This is an optimization exercise on Yosys and OpenROAD, whose aim is small area, not a production implementation.
The RTL was checked by simulation tests, not by an equivalence proof against the original design.
Power figures rest on the tool's default switching activity, not on a simulated workload.

==> flow/design.v <==
module voq_fifo #(
  parameter int DATA_W = 33,
  parameter int DEPTH  = 16,
  parameter int N_CH   = 4,
  localparam int AW = $clog2(DEPTH),
  localparam int CW = $clog2(N_CH)
) (
  input  logic                     clk,
  input  logic                     rst_n,
  input  logic                     wr_en,
  input  logic [CW-1:0]            wr_ch,
  input  logic [DATA_W-1:0]        wr_data,
  input  logic                     rd_en,
  input  logic [CW-1:0]            rd_ch,
  output logic [DATA_W-1:0]        rd_data,
  output logic                     rd_valid,
  output logic [N_CH-1:0]          full,
  output logic [N_CH-1:0]          empty,
  output logic [N_CH*(AW+1)-1:0]   count,
  output logic [N_CH-1:0]          ovf,
  output logic [N_CH-1:0]          udf,
  input  logic                     err_clr
);
  localparam int NW = N_CH * DEPTH;
  localparam int NG = NW / 3;
  logic [AW:0]       cnt_q [N_CH];
  logic [AW-1:0]     rd_ptr_q [N_CH];
  logic [DATA_W-1:0] rd_data_q;
  logic              rd_valid_q;
  logic [N_CH-1:0]   ovf_q, udf_q;
  logic              tgl_q;
  logic [NW*DATA_W-1:0] mem_q;    
  logic [N_CH-1:0] is_full, is_empty;
  always_comb begin
    for (int c = 0; c < N_CH; c++) begin
      is_full[c]  = cnt_q[c][AW];
      is_empty[c] = (cnt_q[c] == '0);
    end
  end
  logic [N_CH-1:0] wr_sel, rd_sel;
  always_comb begin
    for (int c = 0; c < N_CH; c++) begin
      wr_sel[c] = (wr_ch == CW'(c));
      rd_sel[c] = (rd_ch == CW'(c));
    end
  end
  logic pop_ok, push_ok;
  assign pop_ok  = rd_en && |(rd_sel & ~is_empty);
  assign push_ok = wr_en && (|(wr_sel & ~is_full) || (pop_ok && (rd_ch == wr_ch)));
  logic [NW-1:0] we, re;
  always_comb begin
    for (int c = 0; c < N_CH; c++) begin
      logic [AW-1:0] wa;
      wa = rd_ptr_q[c] + cnt_q[c][AW-1:0];
      for (int i = 0; i < DEPTH; i++) begin
        we[c*DEPTH+i] = push_ok && wr_sel[c] && (wa == AW'(i));
        re[c*DEPTH+i] = rd_sel[c] && (rd_ptr_q[c] == AW'(i));
      end
    end
  end
  logic [DATA_W-1:0] wr_x;
  assign wr_x = wr_data ^ {DATA_W{tgl_q}};
  logic [NW-1:0] we_n;
  assign we_n = ~we;
  logic [NW*DATA_W-1:0] mem_d;
  for (genvar w = 0; w < NW; w++) begin : g_w
    for (genvar b = 0; b < DATA_W; b++) begin : g_b
      voq_fifo_tcell u_c (.we(we[w]), .we_n(we_n[w]), .q(mem_q[w*DATA_W+b]), .x(wr_x[b]), .d(mem_d[w*DATA_W+b]));
    end
  end
  always_ff @(posedge clk) mem_q <= mem_d;
  logic [DATA_W-1:0] rd_raw;
  for (genvar b = 0; b < DATA_W; b++) begin : g_rb
    logic [NG:0] part_n;
    for (genvar g = 0; g < NG; g++) begin : g_g
      voq_fifo_aoi3 u_a (.s0(re[3*g]), .s1(re[3*g+1]), .s2(re[3*g+2]),
                         .d0(mem_q[(3*g)*DATA_W+b]), .d1(mem_q[(3*g+1)*DATA_W+b]), .d2(mem_q[(3*g+2)*DATA_W+b]),
                         .y_n(part_n[g]));
    end
    assign part_n[NG] = ~(re[NW-1] & mem_q[(NW-1)*DATA_W+b]);
    assign rd_raw[b] = ~&part_n;
  end
  always_ff @(posedge clk) rd_data_q <= rd_raw;
  always_ff @(posedge clk or negedge rst_n) begin
    if (!rst_n) begin
      for (int c = 0; c < N_CH; c++) begin
        cnt_q[c]    <= '0;
        rd_ptr_q[c] <= '0;
      end
      rd_valid_q <= 1'b0;
      ovf_q      <= '0;
      udf_q      <= '0;
      tgl_q      <= 1'b0;
    end else begin
      for (int c = 0; c < N_CH; c++) begin
        logic pu, po;
        pu = push_ok && wr_sel[c];
        po = pop_ok  && rd_sel[c];
        if (po) rd_ptr_q[c] <= rd_ptr_q[c] + AW'(1);
        if (pu && !po)      cnt_q[c] <= cnt_q[c] + (AW+1)'(1);
        else if (po && !pu) cnt_q[c] <= cnt_q[c] - (AW+1)'(1);
        if (wr_en && !push_ok && wr_sel[c]) ovf_q[c] <= 1'b1;
        else if (err_clr)                   ovf_q[c] <= 1'b0;
        if (rd_en && !pop_ok && rd_sel[c])  udf_q[c] <= 1'b1;
        else if (err_clr)                   udf_q[c] <= 1'b0;
      end
      rd_valid_q <= pop_ok;
      tgl_q      <= ~tgl_q;
    end
  end
  always_comb begin
    for (int c = 0; c < N_CH; c++) begin
      full[c]                 = is_full[c];
      empty[c]                = is_empty[c];
      count[c*(AW+1) +: AW+1] = cnt_q[c];
    end
  end
  assign rd_data  = rd_data_q ^ {DATA_W{~tgl_q}};
  assign rd_valid = rd_valid_q;
  assign ovf      = ovf_q;
  assign udf      = udf_q;
endmodule
module voq_fifo_tcell (
  input  logic we,
  input  logic we_n,
  input  logic q,
  input  logic x,
  output logic d
);
  assign d = ~((we | q) & (we_n | x));
endmodule
module voq_fifo_aoi3 (
  input  logic s0, s1, s2,
  input  logic d0, d1, d2,
  output logic y_n
);
  assign y_n = ~((s0 & d0) | (s1 & d1) | (s2 & d2));
endmodule
clock: 4.0 ns
lec_check: 0
cap_margin: 5
core_margin: 2
core_utilization: 65
cts_buf_list: sky130_fd_sc_hd__clkbuf_8
cts_cluster_diameter: 60
cts_cluster_size: 18
place_density: 0.75
slew_margin: 5
synth_hierarchical: 1
synth_minimum_keep_size: 0
run.sh (not shown) runs the stock make flow with config.mk's settings and CLKGATE_MAP_FILE= SYNTH_SCRIPT=/design/flow/synth_recipe.tcl, a recipe that flattens the netlist after the stock synthesis.
The starting point ran to the end with no violations.
Change:
- CTS_BUF_LIST: sky130_fd_sc_hd__clkbuf_8 -> sky130_fd_sc_hd__clkbuf_4 sky130_fd_sc_hd__clkbuf_8
- CTS_CLUSTER_DIAMETER: 60 -> unset
- CTS_CLUSTER_SIZE: 18 -> unset
Outcome:
- The new run passed the timing, DRC and antenna checks
- design area is higher by 5.5%
- die area stays the same
- sequential share of layout area fell by 2.8 points
- maximum frequency goes up by 0.37%
- count of clock-buffer cells in the layout goes up by 373
- power grows by 14%
- sequential cell count does not change
Change:
- CTS_BUF_LIST: sky130_fd_sc_hd__clkbuf_4 sky130_fd_sc_hd__clkbuf_8 -> sky130_fd_sc_hd__clkbuf_16
- CTS_CLUSTER_DIAMETER: unset -> 80
- CTS_CLUSTER_SIZE: unset -> 30
Effect:
- first-iteration DRC count falls by 0.39%
- utilization drops by 4.4 points
- non-clock buffer count goes down by 1
- worst setup slack gains 0.079 ns
- critical path depth went up by 8
- design area drops by 5.5%
- routed wire length shrinks by 3.3%


nickel:
Another version of the RTL of voq_fifo (not shown whole).
Size in the first run: ~110 I/O pins, roughly 71000 sq um of cells after synthesis.
clock: 4.0 ns
lec_check: 0
cap_margin: 5
core_margin: 2
core_utilization: 65
cts_buf_list: sky130_fd_sc_hd__clkbuf_16
cts_cluster_diameter: 80
cts_cluster_size: 30
place_density: 0.75
slew_margin: 5
synth_hierarchical: 1
synth_minimum_keep_size: 0
standard.sh (not shown) runs the stock make flow with config.mk's settings and CLKGATE_MAP_FILE= SYNTH_SCRIPT=/design/flow/synth_recipe.tcl, a recipe that flattens the netlist after the stock synthesis.
==> flow/flow/run.sh <==
#!/bin/bash
# Own flow: the standard layout (standard.sh) unchanged, except that the
# port buffers are sky130_fd_sc_hd__buf_2 cells instead of the default choice.
set -euo pipefail
export BUFFER_PORTS_ARGS="-buffer_cell sky130_fd_sc_hd__buf_2"
bash standard.sh finish > standard_flow.log 2>&1
The flow did not stop early for nickel: all stages ran, and the layout cleared the timing, DRC and antenna checks.
> inputs changed (nickel -> delta)
==> flow/run.sh (new file) <==
#!/bin/bash
# synth_recipe.tcl (not shown) runs the flow's synth.tcl, then flattens the netlist and writes it again
# the make line also repeats each setting of config.mk as NAME=value (left out here)
make -C /OpenROAD-flow-scripts/flow DESIGN_CONFIG=/design/flow/config.mk WORK_HOME=/design/flow/orfs CLKGATE_MAP_FILE= SYNTH_SCRIPT=/design/flow/synth_recipe.tcl finish
removed: flow/flow/run.sh
removed: flow/standard.sh
Results
delta: hold slack 6.9 ps below nickel
On combinational group share of total power: delta sits above nickel.
Max combinational power across delta and nickel: delta
Category of the critical setup timing path: reg2reg -> nickel, reg2out -> delta
delta: proportion of final cell area spent on non-clock buffers 1.4 points above nickel

[what the ideal ports hide]
How much do the figures lean on ideal ports? The routed layouts below were timed once more, with nothing changed but the port constraints. Step 1 assumes that a clkbuf_16 drives the clock port and a buf_2 every other input. Step 2 also shifts input and output timing later by t, the mid clock arrival at the registers, as if the neighbouring blocks saw the same clock. a / b / c = ideal / step 1 / step 2; a / b = the first two.
run | t (ns) | slack for setup (ns) | worst setup path after step 2 | slew at the worst register clock pin (ns)
the first run of note 1 | 1.004 | 0.079 / 0.006 / -0.444 | input to register | 0.12 / 0.12
the second run of note 1 | 1.067 | 0.094 / 0.019 / -0.490 | input to register | 0.07 / 0.07
the third run of note 1 | 0.792 | 0.172 / 0.213 / -0.568 | input to register | 0.12 / 0.12
nickel | 0.810 | 0.537 / 0.537 / 0.117 | input to register | 0.12 / 0.12
delta | 0.788 | 0.138 / 0.062 / -0.052 | input to register | 0.12 / 0.12
With both steps, setup timing fails in the first run of note 1, the second run of note 1, the third run of note 1 and delta, where it was met with ideal ports. For the third run of note 1, which loses most, drivers alone change the setup slack by +0.041 ns; drivers and shift together by -0.740 ns.
